Source: an optimization exercise on an open RTL-to-GDS flow (aim: small area, a short achievable clock period and few clock cycles per item). Production flows keep margins and buffers that such runs may drop.
In this exercise RTL edits were held to simulation tests only and were not proved equivalent to the original.
No activity file was given, so power comes from the tool's default toggle rates.

$ cat design/flow/config.mk
export PLATFORM = sky130hd
export DESIGN_NAME = mul256_op_seq
export DESIGN_NICKNAME = mul256_op_seq
export VERILOG_FILES = /design/flow/design.v
export SDC_FILE = /design/flow/constraint.sdc
export NUM_CORES = 4
export LEC_CHECK = 0
export CAP_MARGIN = 20
export CORE_AREA = 10 10 590 590
export DIE_AREA = 0 0 600 600
export SLEW_MARGIN = 20
$ cat design/flow/constraint.sdc
create_clock -name core_clock -period 4.5 [get_ports {clk}]
set_input_delay 0.9000 -clock core_clock [delete_from_list [all_inputs] [get_ports {clk}]]
set_output_delay 0.9000 -clock core_clock [all_outputs]
set_load 0.01 [all_outputs]
$ cat design/flow/design.v
package mul256_pkg;
  localparam int OP_W   = 260;
  localparam int PROD_W = 520;
  localparam int ADDR_W = 6;
  typedef enum logic [3:0] {
    ST_IDLE,
    ST_RD_A,
    ST_RD_B,
    ST_CAP_B,
    ST_START,
    ST_WAIT,
    ST_WR_LO,
    ST_WR_HI,
    ST_FIN
  } state_e;
endpackage
module mul256_op_seq #(
  parameter int TIMEOUT = 1023
) (
  input  logic              clk,
  input  logic              rst,
  input  logic              cmd_valid,
  output logic              cmd_ready,
  input  logic [mul256_pkg::ADDR_W-1:0] cmd_a,
  input  logic [mul256_pkg::ADDR_W-1:0] cmd_b,
  input  logic [mul256_pkg::ADDR_W-1:0] cmd_dst,
  output logic              busy,
  output logic              done,
  output logic              err,
  output logic              op_read,
  output logic [mul256_pkg::ADDR_W-1:0] op_raddr,
  input  logic [mul256_pkg::OP_W-1:0]   op_rdata,
  output logic              op_write,
  output logic [mul256_pkg::ADDR_W-1:0] op_waddr,
  output logic [mul256_pkg::OP_W-1:0]   op_wdata,
  input  logic              op_wready,
  output logic              mul_start,
  output logic [mul256_pkg::OP_W-1:0]   mul_a,
  output logic [mul256_pkg::OP_W-1:0]   mul_b,
  input  logic              mul_done,
  input  logic [mul256_pkg::PROD_W-1:0] mul_p
);
  localparam int CNT_W = $clog2(TIMEOUT + 1);
  mul256_pkg::state_e state_q, state_d;
  logic [mul256_pkg::ADDR_W-1:0] a_q, a_d, b_q, b_d, dst_q, dst_d;
  logic [mul256_pkg::OP_W-1:0]   mul_a_q, mul_a_d, mul_b_q, mul_b_d;
  logic [mul256_pkg::PROD_W-1:0] prod_q, prod_d;
  logic [CNT_W-1:0]  cnt_q, cnt_d;
  always_ff @(posedge clk) begin
    if (rst) begin
      state_q <= mul256_pkg::ST_IDLE;
      a_q     <= '0;
      b_q     <= '0;
      dst_q   <= '0;
      mul_a_q <= '0;
      mul_b_q <= '0;
      prod_q  <= '0;
      cnt_q   <= '0;
    end else begin
      state_q <= state_d;
      a_q     <= a_d;
      b_q     <= b_d;
      dst_q   <= dst_d;
      mul_a_q <= mul_a_d;
      mul_b_q <= mul_b_d;
      prod_q  <= prod_d;
      cnt_q   <= cnt_d;
    end
  end
  always_comb begin
    state_d   = state_q;
    a_d       = a_q;
    b_d       = b_q;
    dst_d     = dst_q;
    mul_a_d   = mul_a_q;
    mul_b_d   = mul_b_q;
    prod_d    = prod_q;
    cnt_d     = cnt_q;
    cmd_ready = 1'b0;
    busy      = 1'b1;
    done      = 1'b0;
    err       = 1'b0;
    op_read   = 1'b0;
    op_raddr  = '0;
    op_write  = 1'b0;
    op_waddr  = '0;
    op_wdata  = '0;
    mul_start = 1'b0;
    case (state_q)
      mul256_pkg::ST_IDLE: begin
        cmd_ready = 1'b1;
        busy      = 1'b0;
        if (cmd_valid) begin
          a_d     = cmd_a;
          b_d     = cmd_b;
          dst_d   = cmd_dst;
          state_d = mul256_pkg::ST_RD_A;
        end
      end
      mul256_pkg::ST_RD_A: begin
        op_read  = 1'b1;
        op_raddr = a_q;
        state_d  = mul256_pkg::ST_RD_B;
      end
      mul256_pkg::ST_RD_B: begin
        op_read  = 1'b1;
        op_raddr = b_q;
        mul_a_d  = op_rdata;
        state_d  = mul256_pkg::ST_CAP_B;
      end
      mul256_pkg::ST_CAP_B: begin
        mul_b_d = op_rdata;
        state_d = mul256_pkg::ST_START;
      end
      mul256_pkg::ST_START: begin
        mul_start = 1'b1;
        cnt_d     = '0;
        state_d   = mul256_pkg::ST_WAIT;
      end
      mul256_pkg::ST_WAIT: begin
        cnt_d = cnt_q + CNT_W'(1);
        if (mul_done) begin
          prod_d  = mul_p;
          state_d = mul256_pkg::ST_WR_LO;
        end else if (cnt_q == CNT_W'(TIMEOUT)) begin
          err     = 1'b1;
          state_d = mul256_pkg::ST_IDLE;
        end
      end
      mul256_pkg::ST_WR_LO: begin
        op_write = 1'b1;
        op_waddr = dst_q;
        op_wdata = prod_q[mul256_pkg::OP_W-1:0];
        if (op_wready) state_d = mul256_pkg::ST_WR_HI;
      end
      mul256_pkg::ST_WR_HI: begin
        op_write = 1'b1;
        op_waddr = dst_q + mul256_pkg::ADDR_W'(1);
        op_wdata = prod_q[mul256_pkg::PROD_W-1:mul256_pkg::OP_W];
        if (op_wready) state_d = mul256_pkg::ST_FIN;
      end
      mul256_pkg::ST_FIN: begin
        done    = 1'b1;
        state_d = mul256_pkg::ST_IDLE;
      end
      default: state_d = mul256_pkg::ST_IDLE;
    endcase
  end
  assign mul_a = mul_a_q;
  assign mul_b = mul_b_q;
endmodule
$ cat design/flow/run.sh
#!/bin/bash
# synth_recipe.tcl (not shown) runs the flow's synth.tcl, then flattens the netlist and writes it again
# the make line also repeats each setting of config.mk as NAME=value (left out here)
make -C /OpenROAD-flow-scripts/flow DESIGN_CONFIG=/design/flow/config.mk WORK_HOME=/design/flow/orfs CLKGATE_MAP_FILE= SYNTH_SCRIPT=/design/flow/synth_recipe.tcl finish
==> run notes <==
[per-stage QoR]
stage	util, %	cell area [um2]	std cells
5_1_grt	19.9	66600	11300
6_report	19.9	66600	11300
3_5_place_dp	18.5	61800	11000
4_1_cts	19.9	66500	11200
3_3_place_gp	18.5	61700	11000
2_1_floorplan	-	41000	5297
[repair_timing]
item | CTS | global route
setup endpoints to repair | 26 | 0
gates resized for setup | 6 | 0
buffers inserted | 3 | 0
[state kept, by name (all words and copies together) (netlist names)]
register	count
a_q	6
b_q	6
cnt_q	10
dst_q	6
mul_a_q	260
mul_b_q	260
prod_q	520
state_q	4
[power breakdown]
part	switching (uW)	total, uW	internal [uW]
logic	4760	8040	3280
clock network	4770	11600	6880
registers	707	11200	10500
[per-layer routing]
layer	global-route usage [%]	vias up
met5	0	-
met4	6.06	60
met3	4.69	533
met2	27.8	1854
met1	17.2	20300
li1	-	20100
[how the worst max path moves through the flow]
| stage | start | endpoint | slack (ns) | cells past startpoint |
|---|---|---|---|---|
| after global routing | state_q[0] | op_wdata[90] | 0.03 | 4 |
| final | state_q[0] | op_wdata[90] | 0.17 | 4 |
| after detailed placement | state_q[0] | op_wdata[120] | 0.59 | 4 |
| after CTS | state_q[0] | op_wdata[97] | -0.06 | 4 |
| after floorplan | mul_done | err | 2.06 | 3 |
| after global placement | state_q[1] | op_wdata[120] | 0.42 | 4 |
[logic make-up after synthesis]
kind of cell / Yosys count
compound gates: 1091
xor+xnor: 5
fa+ha+maj: 2
buf+inv: 423
flops: 1072
mux: 262
simple gates: 2442
[area by class of cell]
class / instances / area share [%]
repair buffers: 1720 / 25.7
flip-flops and latches: 1072 / 32.2
inverters: 7 / 0.0394
diodes: 36 / 0.135
well taps: 4387 / 8.24
clock buffers: 195 / 6.28
clock inverters: 50 / 0.791
multi-input cells: 3802 / 26.5
[worst max-delay path: cells and delay by family (launching register included)]
kind	cells	cell delay (ns)
buffers and inverters	2	0.93
DFF	1	0.68
and+or+nand+nor	1	0.09
muxes	1	0.76
[cells in the final DEF, fill, tap and decap left out, types with 12 or more instances in the layout]
| cell type | netlist | final |
|---|---|---|
| nand2_1 | 2129 | 2128 |
| clkdlybuf4s50_1 | 0 | 1547 |
| dfxtp_1 | 1072 | 1071 |
| a21oi_1 | 1062 | 1062 |
| nor2_1 | 272 | 271 |
| mux2i_1 | 262 | 240 |
| clkbuf_16 | 0 | 144 |
| buf_4 | 20 | 143 |
| clkbuf_8 | 0 | 39 |
| diode_2 | 0 | 36 |
| buf_12 | 0 | 29 |
| mux2i_2 | 0 | 22 |
| clkinv_2 | 0 | 21 |
| inv_6 | 0 | 12 |
| clkbuf_1 | 180 | 12 |
==> impl_metrics.py <==
metrics = {
    "run_status": {
        "status": "complete, no violations",
    },
    "critical_path": {
        "path_cells": "buf_12 -> mux2i_1 -> nor2_1 -> clkdlybuf4s50_1",
        "path_class": "register to output pin",
        "critPathSlowestCell": "mux2i_1",
        "crit_required_ns": 3.60,
        "r2r_cells": 7,
        "cp_max_fo": 56,
        "slowest_delay_ns": 0.76,
        "r2r_start": "state_q[0]",
        "cp.arrival_ns": 3.43,
        "ff2ff_setup_slack_ns": 1.18,
        "cp-end-kind": "output pin",
        "cp-start-kind": "register",
        "r2r-end": "prod_q[438]",
    },
    "synth": {
        "synth_area_leaders": "dfxtp_1 52%, nand2_1 20%, a21oi_1 13%, mux2i_1 6.4%, buf_2 2.6%",
        "synthMuxAreaShare_pct": 6.40,
        "synth_top_family_by_area": "simple AND/OR/NAND/NOR gates",
        "yosysTopAreaCell": "dfxtp_1",
        "synth_nets": 6102,
        "ys_ff_latch": 1072,
        "synth_seq_area_share_pct": 52.4,
        "synth_edf_count": 0,
        "synth_top_flop_cell": "dfxtp_1",
        "synth-simple-area-share_pct": 22.8,
        "yosysTopAreaCellShare_pct": 52.4,
        "synth_cell_type_count": 48,
        "postSynthAreaPerCell_um2": 7.74,
        "synth_compound_area_share_pct": 13.5,
        "synth_fa_ha_area_share_pct": 0.0611,
        "async_flop_share_pct": 0,
        "synth-xor-area-share_pct": 0.107,
        "synthCells": 5297,
        "synth_common_cells": "2129 x nand2_1, 1072 x dfxtp_1, 1062 x a21oi_1",
        "yosys_warnings": 1,
        "yosysMostFrequentCell": "nand2_1",
        "netlist_area_um2": 41000,
    },
    "detailed_routing": {
        "ant_nets": 0,
        "vias": 42800,
        "routedWlPerCell_um": 26.7,
        "drc": 0,
        "highest_layer": "met5",
        "wl_met1_mm": 111,
        "drt_wl_total_mm": 301,
        "vias_per_cell": 3.80,
        "wl_met2_mm": 152,
        "dr.pass1.iters": 6,
        "drtIter0Drc": 3795,
        "route.met3.wl_mm": 24.6,
    },
    "floorplan": {
        "die_width_um": 600,
        "ioPinCount": 1602,
        "core_area_um2": 334000,
        "die_y_um": 600,
        "dieArea_um2": 360000,
        "initial_utilization_pct": 12.3,
        "rows": 212,
    },
    "timing": {
        "period_needed_ns": 4.33,
        "finalSetupViolations": 0,
        "fmaxAchievable_mhz": 231,
        "hold_slack_ns": 0.451,
        "slew_viol_final": 0,
        "post-route-period-util_pct": 96.3,
        "rsz0062_at_grt": "false",
        "skew_ns": 0.0406,
        "worst_slew_pin_slew_ns": 1.01,
        "finalSetupTns_ns": 0,
        "hold_viol_final": 0,
        "fin_ws_ns": 0.166,
        "maxSlewHeadroom_pct": 32.7,
    },
    "hold_path": {
        "min-delay-start": "mul_a_q[139]",
        "hold_class": "register to register",
        "hold_end": "mul_a_q[139]",
        "holdPathStages": 2,
    },
    "placement": {
        "detailed_place_hpwl_mm": 246,
        "portBuffers": 1601,
        "pre_cts_slack_ns": 0.593,
        "routabilityCongestion": 0.976,
    },
    "power": {
        "power_density_nw_per_um2": 463,
        "power_uw": 30900,
        "leakage_uw": 0.0213,
        "vdd_drop_max_uv": 291,
    },
    "clock_network": {
        "clk_path_buf_depth": 4,
        "numCtsBuffers": 138,
        "clk_latency_ns": 0.83,
        "cts.clk_slew.worst_paths_ns": 0.06,
        "cts_tree": "yes",
        "cts_root_buffer": "clkbuf_16",
        "hold_buffers": 0,
        "htreeDepth": 4,
        "numClockSinks": 1072,
    },
    "global_route": {
        "grt_pass1_vias": 40100,
        "grt_pass1_wl_mm": 383,
        "grt_max_degree": 191,
        "grt.total_usage_pct": 15.5,
        "gr-total-overflow": 0,
        "grt_antenna_before_repair": 150,
    },
    "final_layout": {
        "drive_above_1_share_pct": 6.57,
        "nets": 7546,
        "area_growth_pct": 62.6,
        "seqCellArea_um2": 21500,
        "multiInputGateArea_um2": 17700,
        "nFillCells": 37400,
    },
    "flow_run": {
        "maxCapViolations": 0,
    },
}
Testbench counts, summed over its fixed seeds: cycles 22,040, items 1,600.

-- separate check: timing with driven ports --
Ports are ideal in the flow. The routed layout listed here was re-timed in OpenROAD.
Step 1 (the two cells are an assumption about what drives the block):
set clk [get_ports {clk}]
set_driving_cell -lib_cell sky130_fd_sc_hd__clkbuf_16 $clk
set_driving_cell -lib_cell sky130_fd_sc_hd__buf_2 [delete_from_list [all_inputs] $clk]
Step 2 times the ports against the registers' clock, not the clock port: input delays grow and output delays shrink by t, the midpoint of the rising clock arrivals with the driver on.
Three values: no drivers, after step 1, after step 2; two values: the first two.
shift t [ns]: 0.887
setup WS [ns]: 0.166 / 0.081 / 0.968
worst setup path at the end: register to output
slew at the worst register clock pin (ns): 0.08 / 0.08
cell pins on the clock port's net: 1
After both steps setup and hold are still met in this run. For this run, drivers alone change the setup slack by -0.085 ns; drivers and shift together by +0.802 ns.
